Source: an optimization exercise on an open RTL-to-GDS flow (aim: small area, a short achievable clock period and few clock cycles). Production flows keep margins and buffers that such runs may drop.
Power and IR drop assume default switching activity.

== the reference run ==
==> flow/design.v <==
package fcrla_pkg;
	localparam int MAX_SAMPLES = 4096;
	localparam int SAMPLE_BITS = 16;
	localparam int LANES    = 4;
	localparam int AVG_W    = 16;
	localparam int COUNT_W  = 13;
	localparam int TIME_W   = 32;
	localparam int IVAL_W   = 16;
	localparam int TALLY_W  = $clog2(MAX_SAMPLES + 1);          
	localparam int TRIPLE_W = TALLY_W + 1;                      
	localparam int SUM_W    = SAMPLE_BITS + $clog2(MAX_SAMPLES);  
	localparam int REM_W    = SUM_W - AVG_W;                    
	localparam int STEPS    = AVG_W / 2;                        
	localparam int CNT_W    = $clog2(STEPS);
	localparam int IN_W     = 104;
	localparam int OUT_W    = 80;
	localparam logic [IVAL_W-1:0] EMIT_INTERVAL_RESET = IVAL_W'(1000);
endpackage
module fcrla_lane (
	input  logic                              clk,
	input  logic                              acc_zero,  
	input  logic                              add,
	input  logic [fcrla_pkg::SAMPLE_BITS-1:0] sample,
	input  logic                              follow,    
	input  logic                              step,
	input  logic [fcrla_pkg::TALLY_W-1:0]     d1,        
	input  logic [fcrla_pkg::TRIPLE_W-1:0]    d3,        
	output logic [fcrla_pkg::AVG_W-1:0]       avg
);
	localparam int SW = fcrla_pkg::SUM_W;
	localparam int RW = fcrla_pkg::REM_W;
	localparam int AW = fcrla_pkg::AVG_W;
	logic [SW-1:0]   acc_q;
	logic [AW:0]     lo_sum;
	logic [SW-AW-1:0] hi_inc;
	logic [SW-1:0]   acc_sum;
	logic [SW-1:0]   acc_d;
	logic [SW-1:0]   div_q;
	logic [RW+1:0]   r4;
	logic [RW+2:0]   s1, s2, s3;
	logic [RW-1:0]   rem;
	logic [1:0]      qd;
	logic            ge1, ge2, ge3;
	assign lo_sum  = {1'b0, acc_q[AW-1:0]} + {1'b0, sample};
	assign hi_inc  = acc_q[SW-1:AW] + (SW-AW)'(1);
	assign acc_sum = {lo_sum[AW] ? hi_inc : acc_q[SW-1:AW], lo_sum[AW-1:0]};
	always_comb begin
		unique case ({acc_zero, add})
			2'b00: acc_d = acc_q;
			2'b01: acc_d = acc_sum;
			2'b10: acc_d = '0;
			2'b11: acc_d = SW'(sample);
		endcase
	end
	always_ff @(posedge clk) begin
		acc_q <= acc_d;
	end
	assign r4 = div_q[SW-1:AW-2];
	fcrla_sub #(.W(RW+2)) u_s1 (.a(r4), .b((RW+2)'(d1)),         .diff(s1[RW+1:0]), .ge(ge1));
	fcrla_sub #(.W(RW+2)) u_s2 (.a(r4), .b((RW+2)'({d1, 1'b0})), .diff(s2[RW+1:0]), .ge(ge2));
	fcrla_sub #(.W(RW+2)) u_s3 (.a(r4), .b((RW+2)'(d3)),         .diff(s3[RW+1:0]), .ge(ge3));
	assign s1[RW+2] = !ge1;
	assign s2[RW+2] = !ge2;
	assign s3[RW+2] = !ge3;
	always_comb begin
		if (!s3[RW+2]) begin
			qd  = 2'd3;
			rem = s3[RW-1:0];
		end else if (!s2[RW+2]) begin
			qd  = 2'd2;
			rem = s2[RW-1:0];
		end else if (!s1[RW+2]) begin
			qd  = 2'd1;
			rem = s1[RW-1:0];
		end else begin
			qd  = 2'd0;
			rem = r4[RW-1:0];
		end
	end
	always_ff @(posedge clk) begin
		if (follow) begin
			div_q <= acc_d;
		end else if (step) begin
			div_q <= {rem, div_q[AW-3:0], qd};
		end
	end
	assign avg = div_q[AW-1:0];
endmodule
module fcrla_sub #(
	parameter int W = 14
) (
	input  logic [W-1:0] a,
	input  logic [W-1:0] b,
	output logic [W-1:0] diff,
	output logic         ge       
);
	localparam int L = $clog2(W);
	logic [W-1:0] p;
	logic [W-1:0] g [L+1];
	logic [W-1:0] t [L+1];
	logic [W:0]   c;
	assign p = ~(a ^ b);
	assign g[0] = {a[W-1:1] & ~b[W-1:1], a[0] | ~b[0]};
	assign t[0] = {p[W-1:1], 1'b0};
	genvar l, i;
	generate
		for (l = 0; l < L; l++) begin : g_lvl
			for (i = 0; i < W; i++) begin : g_bit
				if ((i >> l) % 2 == 1) begin : g_merge
					localparam int J = ((i >> l) << l) - 1;
					assign g[l+1][i] = g[l][i] | (t[l][i] & g[l][J]);
					assign t[l+1][i] = t[l][i] & t[l][J];
				end else begin : g_pass
					assign g[l+1][i] = g[l][i];
					assign t[l+1][i] = t[l][i];
				end
			end
		end
	endgenerate
	assign c    = {g[L], 1'b1};
	assign diff = p ^ c[W-1:0];
	assign ge   = c[W];
endmodule
module four_channel_rate_limited_averager_top (
	input  logic                          clk,
	input  logic                          arst_n,
	input  logic                          s_tvalid,
	output logic                          s_tready,
	input  logic [fcrla_pkg::IN_W-1:0]    s_tdata,
	input  logic [1:0]                    s_tuser,
	output logic                          m_tvalid,
	input  logic                          m_tready,
	output logic [fcrla_pkg::OUT_W-1:0]   m_tdata,
	input  logic                          cfg_we,
	input  logic [fcrla_pkg::IVAL_W-1:0]  cfg_data
);
	localparam int TW = fcrla_pkg::TALLY_W;
	localparam int XW = fcrla_pkg::TRIPLE_W;
	localparam int HW = fcrla_pkg::TIME_W / 2;
	logic [fcrla_pkg::IVAL_W-1:0] ival_q;
	logic                         cfgd_q;    
	logic                         stream_q;
	logic [2*HW-1:0]              last_q;
	logic [HW:0]                  end_q;     
	logic [2*HW-1:0]              cand_last_q;  
	logic [HW:0]                  cand_end_q;   
	logic                         take_last_q;  
	logic                         take_end_q;   
	logic [2*HW-1:0]              last_v;
	logic [HW:0]                  end_v;
	logic [TW-1:0]                tally_q;
	logic [XW-1:0]                triple_q;  
	logic                         ready_q;
	logic                         pend_q;    
	logic                         busy_q;    
	logic                         valid_q;   
	logic [fcrla_pkg::CNT_W-1:0]  cnt_q;
	logic [TW-1:0]                count_q;   
	logic [XW-1:0]                count3_q;
	logic                         accept;
	logic                         start;
	logic                         smp;
	logic [HW-1:0]                now_lo, now_hi, last_hi1;
	logic                         borrow;
	logic                         lt_end;
	logic                         in_window;
	logic                         hi_zero;
	logic                         emit;
	logic                         div_free;
	logic                         load;
	logic                         zero;
	logic                         add;
	logic                         done;
	logic                         busy_d, valid_d, pend_d, free_d;
	logic [TW-1:0]                tally_d, tally_inc;
	logic [XW-1:0]                triple_d, triple_inc;
	logic [HW-1:0]                cand_hi1, kept_hi1;
	logic                         cmd_smp, smp_ok;
	logic [HW:0]                  end_sum;
	logic [fcrla_pkg::AVG_W-1:0]  avg [fcrla_pkg::LANES];
	assign now_lo   = s_tdata[1 +: HW];
	assign now_hi   = s_tdata[1 + HW +: HW];
	assign div_free = !busy_q && !valid_q;
	assign load     = pend_q && div_free;
	assign s_tready = ready_q;
	assign accept   = s_tvalid && ready_q;
	assign cmd_smp  = s_tvalid && (s_tuser == 2'd0) && s_tdata[0];
	assign smp_ok   = ready_q && stream_q;
	assign start    = s_tvalid && (s_tuser == 2'd1) && ready_q;
	assign smp      = cmd_smp && smp_ok;
	assign zero     = load || start;
	assign add      = cmd_smp && smp_ok && (load || !tally_q[TW-1]);
	assign tally_inc  = tally_q + TW'(1);
	assign triple_inc = triple_q + XW'(3);
	assign tally_d    = zero ? TW'(add) : (add ? tally_inc : tally_q);
	assign triple_d   = zero ? (add ? XW'(3) : '0) : (add ? triple_inc : triple_q);
	assign last_v    = take_last_q ? cand_last_q : last_q;
	assign end_v     = take_end_q ? cand_end_q : end_q;
	assign last_hi1  = take_last_q ? cand_hi1 : kept_hi1;
	assign cand_hi1  = cand_last_q[2*HW-1:HW] + HW'(1);
	assign kept_hi1  = last_q[2*HW-1:HW] + HW'(1);
	assign borrow    = now_lo < last_v[HW-1:0];
	assign lt_end    = now_lo < end_v[HW-1:0];
	assign in_window = end_v[HW] ? (!borrow || lt_end) : (!borrow && lt_end);
	assign hi_zero   = borrow ? (now_hi == last_hi1) : (now_hi == last_v[2*HW-1:HW]);
	assign emit      = smp && hi_zero && in_window ? 1'b0 : smp;
	assign end_sum  = (cfgd_q ? {1'b0, last_v[HW-1:0]} : {1'b0, now_lo}) + (HW+1)'(ival_q);
	assign done    = busy_q && cnt_q == fcrla_pkg::CNT_W'(fcrla_pkg::STEPS - 1);
	assign busy_d  = load || (busy_q && !done);
	assign valid_d = done || (valid_q && !m_tready);
	assign free_d  = !busy_d && !valid_d;
	assign pend_d  = emit || (pend_q && !div_free);
	genvar g;
	generate
		for (g = 0; g < fcrla_pkg::LANES; g++) begin : g_lane
			fcrla_lane u_lane (
				.clk      (clk),
				.acc_zero (zero),
				.add      (add),
				.sample   (s_tdata[33 + 16*g +: fcrla_pkg::SAMPLE_BITS]),
				.follow   (free_d),
				.step     (load || busy_q),
				.d1       (count_q),
				.d3       (count3_q),
				.avg      (avg[g])
			);
		end
	endgenerate
	always_ff @(posedge clk) begin
		tally_q  <= tally_d;
		triple_q <= triple_d;
		if (free_d) begin
			count_q  <= tally_d;
			count3_q <= triple_d;
		end
		if (load) begin
			cnt_q <= fcrla_pkg::CNT_W'(1);
		end else if (busy_q) begin
			cnt_q <= cnt_q + fcrla_pkg::CNT_W'(1);
		end
	end
	always_ff @(posedge clk or negedge arst_n) begin
		if (!arst_n) begin
			ival_q <= fcrla_pkg::EMIT_INTERVAL_RESET;
			cfgd_q <= 1'b0;
		end else begin
			cfgd_q <= cfg_we;
			if (cfg_we) begin
				ival_q <= cfg_data;
			end
		end
	end
	always_ff @(posedge clk or negedge arst_n) begin
		if (!arst_n) begin
			stream_q <= 1'b0;
		end else if (accept && s_tuser == 2'd1) begin
			stream_q <= 1'b1;
		end else if (accept && s_tuser == 2'd2) begin
			stream_q <= 1'b0;
		end
	end
	always_ff @(posedge clk) begin
		cand_last_q <= {now_hi, now_lo};
		cand_end_q  <= end_sum;
	end
	always_ff @(posedge clk or negedge arst_n) begin
		if (!arst_n) begin
			last_q      <= '0;
			end_q       <= (HW+1)'(fcrla_pkg::EMIT_INTERVAL_RESET);
			take_last_q <= 1'b0;
			take_end_q  <= 1'b0;
		end else begin
			last_q      <= last_v;
			end_q       <= end_v;
			take_last_q <= emit;
			take_end_q  <= emit || cfgd_q;
		end
	end
	always_ff @(posedge clk or negedge arst_n) begin
		if (!arst_n) begin
			ready_q <= 1'b1;
			pend_q  <= 1'b0;
			busy_q  <= 1'b0;
			valid_q <= 1'b0;
		end else begin
			ready_q <= !cfg_we && !(pend_d && !free_d);
			pend_q  <= pend_d;
			busy_q  <= busy_d;
			valid_q <= valid_d;
		end
	end
	assign m_tvalid = valid_q;
	assign m_tdata  = {3'b000, count_q, avg[3], avg[2], avg[1], avg[0]};
endmodule
clock: 5.5 ns
lec_check: 0
abc_area: 1
cap_margin: 20
core_margin: 2
core_utilization: 40
cts_cluster_diameter: 100
cts_cluster_size: 24
setup_slack_margin: 2.5
slew_margin: 20
standard.sh (not shown) runs the stock make flow with config.mk's settings and CLKGATE_MAP_FILE= SYNTH_SCRIPT=/design/flow/synth_recipe.tcl, a recipe that flattens the netlist after the stock synthesis.
==> flow/flow/run.sh <==
#!/bin/bash
# The standard layout (the standard.sh: standard synthesis, floorplan, placement, CTS,
# routing), except that the port buffers placement inserts are plain buffers
# (sky130_fd_sc_hd__buf_1) instead of the delay cell ORFS picks by default. Every input and
# output port still gets its own buffer; resizing may upsize it later.
set -euo pipefail
export BUFFER_PORTS_ARGS="-buffer_cell sky130_fd_sc_hd__buf_1"
bash standard.sh finish > standard.log 2>&1
### the reference run -> the trial run
-- flow/design.v --
<<< the reference run, line 41
	logic [RW-1:0]   rem;
	logic [1:0]      qd;
	logic            ge1, ge2, ge3;
	assign lo_sum  = {1'b0, acc_q[AW-1:0]} + {1'b0, sample};
	assign hi_inc  = acc_q[SW-1:AW] + (SW-AW)'(1);
>>> the trial run, line 41
	logic [RW-1:0]   rem;
	logic [1:0]      qd;
	assign lo_sum  = {1'b0, acc_q[AW-1:0]} + {1'b0, sample};
	assign hi_inc  = acc_q[SW-1:AW] + (SW-AW)'(1);
<<< the reference run, line 57
	end
	assign r4 = div_q[SW-1:AW-2];
	fcrla_sub #(.W(RW+2)) u_s1 (.a(r4), .b((RW+2)'(d1)),         .diff(s1[RW+1:0]), .ge(ge1));
	fcrla_sub #(.W(RW+2)) u_s2 (.a(r4), .b((RW+2)'({d1, 1'b0})), .diff(s2[RW+1:0]), .ge(ge2));
	fcrla_sub #(.W(RW+2)) u_s3 (.a(r4), .b((RW+2)'(d3)),         .diff(s3[RW+1:0]), .ge(ge3));
	assign s1[RW+2] = !ge1;
	assign s2[RW+2] = !ge2;
	assign s3[RW+2] = !ge3;
	always_comb begin
		if (!s3[RW+2]) begin
>>> the trial run, line 56
	end
	assign r4 = div_q[SW-1:AW-2];
	assign s1 = {1'b0, r4} - (RW+3)'(d1);
	assign s2 = {1'b0, r4} - (RW+3)'({d1, 1'b0});
	assign s3 = {1'b0, r4} - (RW+3)'(d3);
	always_comb begin
		if (!s3[RW+2]) begin
<<< the reference run, line 86
	end
	assign avg = div_q[AW-1:0];
endmodule
module fcrla_sub #(
	parameter int W = 14
) (
	input  logic [W-1:0] a,
	input  logic [W-1:0] b,
	output logic [W-1:0] diff,
	output logic         ge       
);
	localparam int L = $clog2(W);
	logic [W-1:0] p;
	logic [W-1:0] g [L+1];
	logic [W-1:0] t [L+1];
	logic [W:0]   c;
	assign p = ~(a ^ b);
	assign g[0] = {a[W-1:1] & ~b[W-1:1], a[0] | ~b[0]};
	assign t[0] = {p[W-1:1], 1'b0};
	genvar l, i;
	generate
		for (l = 0; l < L; l++) begin : g_lvl
			for (i = 0; i < W; i++) begin : g_bit
				if ((i >> l) % 2 == 1) begin : g_merge
					localparam int J = ((i >> l) << l) - 1;
					assign g[l+1][i] = g[l][i] | (t[l][i] & g[l][J]);
					assign t[l+1][i] = t[l][i] & t[l][J];
				end else begin : g_pass
					assign g[l+1][i] = g[l][i];
					assign t[l+1][i] = t[l][i];
				end
			end
		end
	endgenerate
	assign c    = {g[L], 1'b1};
	assign diff = p ^ c[W-1:0];
	assign ge   = c[W];
endmodule
module four_channel_rate_limited_averager_top (
>>> the trial run, line 82
	end
	assign avg = div_q[AW-1:0];
endmodule
module four_channel_rate_limited_averager_top (
<<< the reference run, line 158
	logic [TW-1:0]                count_q;   
	logic [XW-1:0]                count3_q;
	logic                         accept;
	logic                         start;
>>> the trial run, line 119
	logic [TW-1:0]                count_q;   
	logic [XW-1:0]                count3_q;
	logic [TW-1:0]                count_n_q;
	logic [XW-1:0]                count3_n_q;
	logic                         accept;
	logic                         start;
<<< the reference run, line 221
				.follow   (free_d),
				.step     (load || busy_q),
				.d1       (count_q),
				.d3       (count3_q),
				.avg      (avg[g])
			);
>>> the trial run, line 184
				.follow   (free_d),
				.step     (load || busy_q),
				.d1       (g < 2 ? count_q : ~count_n_q),
				.d3       (g < 2 ? count3_q : ~count3_n_q),
				.avg      (avg[g])
			);
<<< the reference run, line 231
		triple_q <= triple_d;
		if (free_d) begin
			count_q  <= tally_d;
			count3_q <= triple_d;
		end
		if (load) begin
>>> the trial run, line 194
		triple_q <= triple_d;
		if (free_d) begin
			count_q    <= tally_d;
			count3_q   <= triple_d;
			count_n_q  <= ~tally_d;
			count3_n_q <= ~triple_d;
		end
		if (load) begin
--- outcome ---
The trial run: clock-buffer cell count higher than the reference run
The final reports for the trial run and the reference run show synthesized area higher in the former.
Compared with the reference run, multi-input gate area in the final layout in the trial run increased slightly.
For the maximum cell stage delay along the critical path, the trial run came in 0.11 ns higher than the reference run did.
The trial run vs the reference run, simple-gate area share of the yosys netlist went down by 3.1 points.
Cell area after layout went up slightly going from the reference run to the trial run.
No run of this note included a check of the RTL's function; only the layout flow was run.

## fjord
Starts from the design.v that is shown in full above.
==> flow/config.mk <==
export PLATFORM = sky130hd
export DESIGN_NAME = four_channel_rate_limited_averager_top
export DESIGN_NICKNAME = four_channel_rate_limited_averager_top
export VERILOG_FILES = /design/flow/design.v
export SDC_FILE = /design/flow/constraint.sdc
export NUM_CORES = 4
export LEC_CHECK = 0
export ABC_AREA = 1
export CAP_MARGIN = 20
export CORE_MARGIN = 2
export CORE_UTILIZATION = 40
export CTS_CLUSTER_DIAMETER = 100
export CTS_CLUSTER_SIZE = 24
export SETUP_SLACK_MARGIN = 2.2
export SLEW_MARGIN = 20
==> flow/constraint.sdc <==
create_clock -name core_clock -period 5.5 [get_ports {clk}]
set_input_delay 1.1000 -clock core_clock [delete_from_list [all_inputs] [get_ports {clk}]]
set_output_delay 1.1000 -clock core_clock [all_outputs]
set_load 0.01 [all_outputs]
Scripts as last shown in full above: flow/flow/run.sh
fjord completed; timing, DRC and antenna clean
Edits applied to the flow inputs when going from fjord to maple:
-- flow/design.v --
<<< fjord, line 41
	logic [RW-1:0]   rem;
	logic [1:0]      qd;
	logic            ge1, ge2, ge3;
	assign lo_sum  = {1'b0, acc_q[AW-1:0]} + {1'b0, sample};
	assign hi_inc  = acc_q[SW-1:AW] + (SW-AW)'(1);
>>> maple, line 41
	logic [RW-1:0]   rem;
	logic [1:0]      qd;
	assign lo_sum  = {1'b0, acc_q[AW-1:0]} + {1'b0, sample};
	assign hi_inc  = acc_q[SW-1:AW] + (SW-AW)'(1);
<<< fjord, line 57
	end
	assign r4 = div_q[SW-1:AW-2];
	fcrla_sub #(.W(RW+2)) u_s1 (.a(r4), .b((RW+2)'(d1)),         .diff(s1[RW+1:0]), .ge(ge1));
	fcrla_sub #(.W(RW+2)) u_s2 (.a(r4), .b((RW+2)'({d1, 1'b0})), .diff(s2[RW+1:0]), .ge(ge2));
	fcrla_sub #(.W(RW+2)) u_s3 (.a(r4), .b((RW+2)'(d3)),         .diff(s3[RW+1:0]), .ge(ge3));
	assign s1[RW+2] = !ge1;
	assign s2[RW+2] = !ge2;
	assign s3[RW+2] = !ge3;
	always_comb begin
		if (!s3[RW+2]) begin
>>> maple, line 56
	end
	assign r4 = div_q[SW-1:AW-2];
	assign s1 = {1'b0, r4} - (RW+3)'(d1);
	assign s2 = {1'b0, r4} - (RW+3)'({d1, 1'b0});
	assign s3 = {1'b0, r4} - (RW+3)'(d3);
	always_comb begin
		if (!s3[RW+2]) begin
<<< fjord, line 86
	end
	assign avg = div_q[AW-1:0];
endmodule
module fcrla_sub #(
	parameter int W = 14
) (
	input  logic [W-1:0] a,
	input  logic [W-1:0] b,
	output logic [W-1:0] diff,
	output logic         ge       
);
	localparam int L = $clog2(W);
	logic [W-1:0] p;
	logic [W-1:0] g [L+1];
	logic [W-1:0] t [L+1];
	logic [W:0]   c;
	assign p = ~(a ^ b);
	assign g[0] = {a[W-1:1] & ~b[W-1:1], a[0] | ~b[0]};
	assign t[0] = {p[W-1:1], 1'b0};
	genvar l, i;
	generate
		for (l = 0; l < L; l++) begin : g_lvl
			for (i = 0; i < W; i++) begin : g_bit
				if ((i >> l) % 2 == 1) begin : g_merge
					localparam int J = ((i >> l) << l) - 1;
					assign g[l+1][i] = g[l][i] | (t[l][i] & g[l][J]);
					assign t[l+1][i] = t[l][i] & t[l][J];
				end else begin : g_pass
					assign g[l+1][i] = g[l][i];
					assign t[l+1][i] = t[l][i];
				end
			end
		end
	endgenerate
	assign c    = {g[L], 1'b1};
	assign diff = p ^ c[W-1:0];
	assign ge   = c[W];
endmodule
module four_channel_rate_limited_averager_top (
>>> maple, line 82
	end
	assign avg = div_q[AW-1:0];
endmodule
module four_channel_rate_limited_averager_top (
<<< fjord, line 158
	logic [TW-1:0]                count_q;   
	logic [XW-1:0]                count3_q;
	logic                         accept;
	logic                         start;
>>> maple, line 119
	logic [TW-1:0]                count_q;   
	logic [XW-1:0]                count3_q;
	logic [TW-1:0]                count_n_q;
	logic [XW-1:0]                count3_n_q;
	logic                         accept;
	logic                         start;
<<< fjord, line 221
				.follow   (free_d),
				.step     (load || busy_q),
				.d1       (count_q),
				.d3       (count3_q),
				.avg      (avg[g])
			);
>>> maple, line 184
				.follow   (free_d),
				.step     (load || busy_q),
				.d1       (g < 2 ? count_q : ~count_n_q),
				.d3       (g < 2 ? count3_q : ~count3_n_q),
				.avg      (avg[g])
			);
<<< fjord, line 231
		triple_q <= triple_d;
		if (free_d) begin
			count_q  <= tally_d;
			count3_q <= triple_d;
		end
		if (load) begin
>>> maple, line 194
		triple_q <= triple_d;
		if (free_d) begin
			count_q    <= tally_d;
			count3_q   <= triple_d;
			count_n_q  <= ~tally_d;
			count3_n_q <= ~triple_d;
		end
		if (load) begin
maple ran to completion and came out clean on the timing, design-rule and antenna checks.
Taking fjord as the reference, in maple part of the total power dissipated in sequential elements saw an increase, growth of design area from synthesis to finish decreased by 3.9 points relative to the old numbers, wire length of the first global-routing pass rose 7.7 mm, final cell area excluding filler cells went up about 1.3%.
Summary of the comparison: number of clock sinks is higher in maple, relative to fjord.
The higher total clock network power came out of maple.
In terms of cts-stage hold buffer count, maple and fjord differ only marginally.
Power: maple draws less than fjord
No functional check of the RTL was part of any run of this note.

==> what the ideal ports hide <==
Ports are ideal in the flow. The routed layouts listed here were re-timed in OpenROAD.
Step 1 sets driving cells, clkbuf_16 on the clock port and buf_2 on the other inputs (assumed; they add their load-dependent delay and slew).
Step 2 times the ports against the registers' clock, not the clock port: input delays grow and output delays shrink by t, the midpoint of the rising clock arrivals with the driver on.
Three values: no drivers, after step 1, after step 2; two values: the first two.
run	t (ns)	setup WS [ns]	worst register clock-pin slew, ns
the reference run	0.661	2.132 / 2.132 / 1.720	0.11 / 0.11
the trial run	0.641	2.432 / 2.432 / 1.982	0.11 / 0.11
fjord	0.647	2.203 / 2.203 / 1.786	0.11 / 0.11
maple	0.661	2.289 / 2.289 / 1.705	0.10 / 0.10
After both steps every run listed still meets setup and hold. For maple, which loses most, drivers alone change the setup slack by 0.000 ns; drivers and shift together by -0.584 ns.
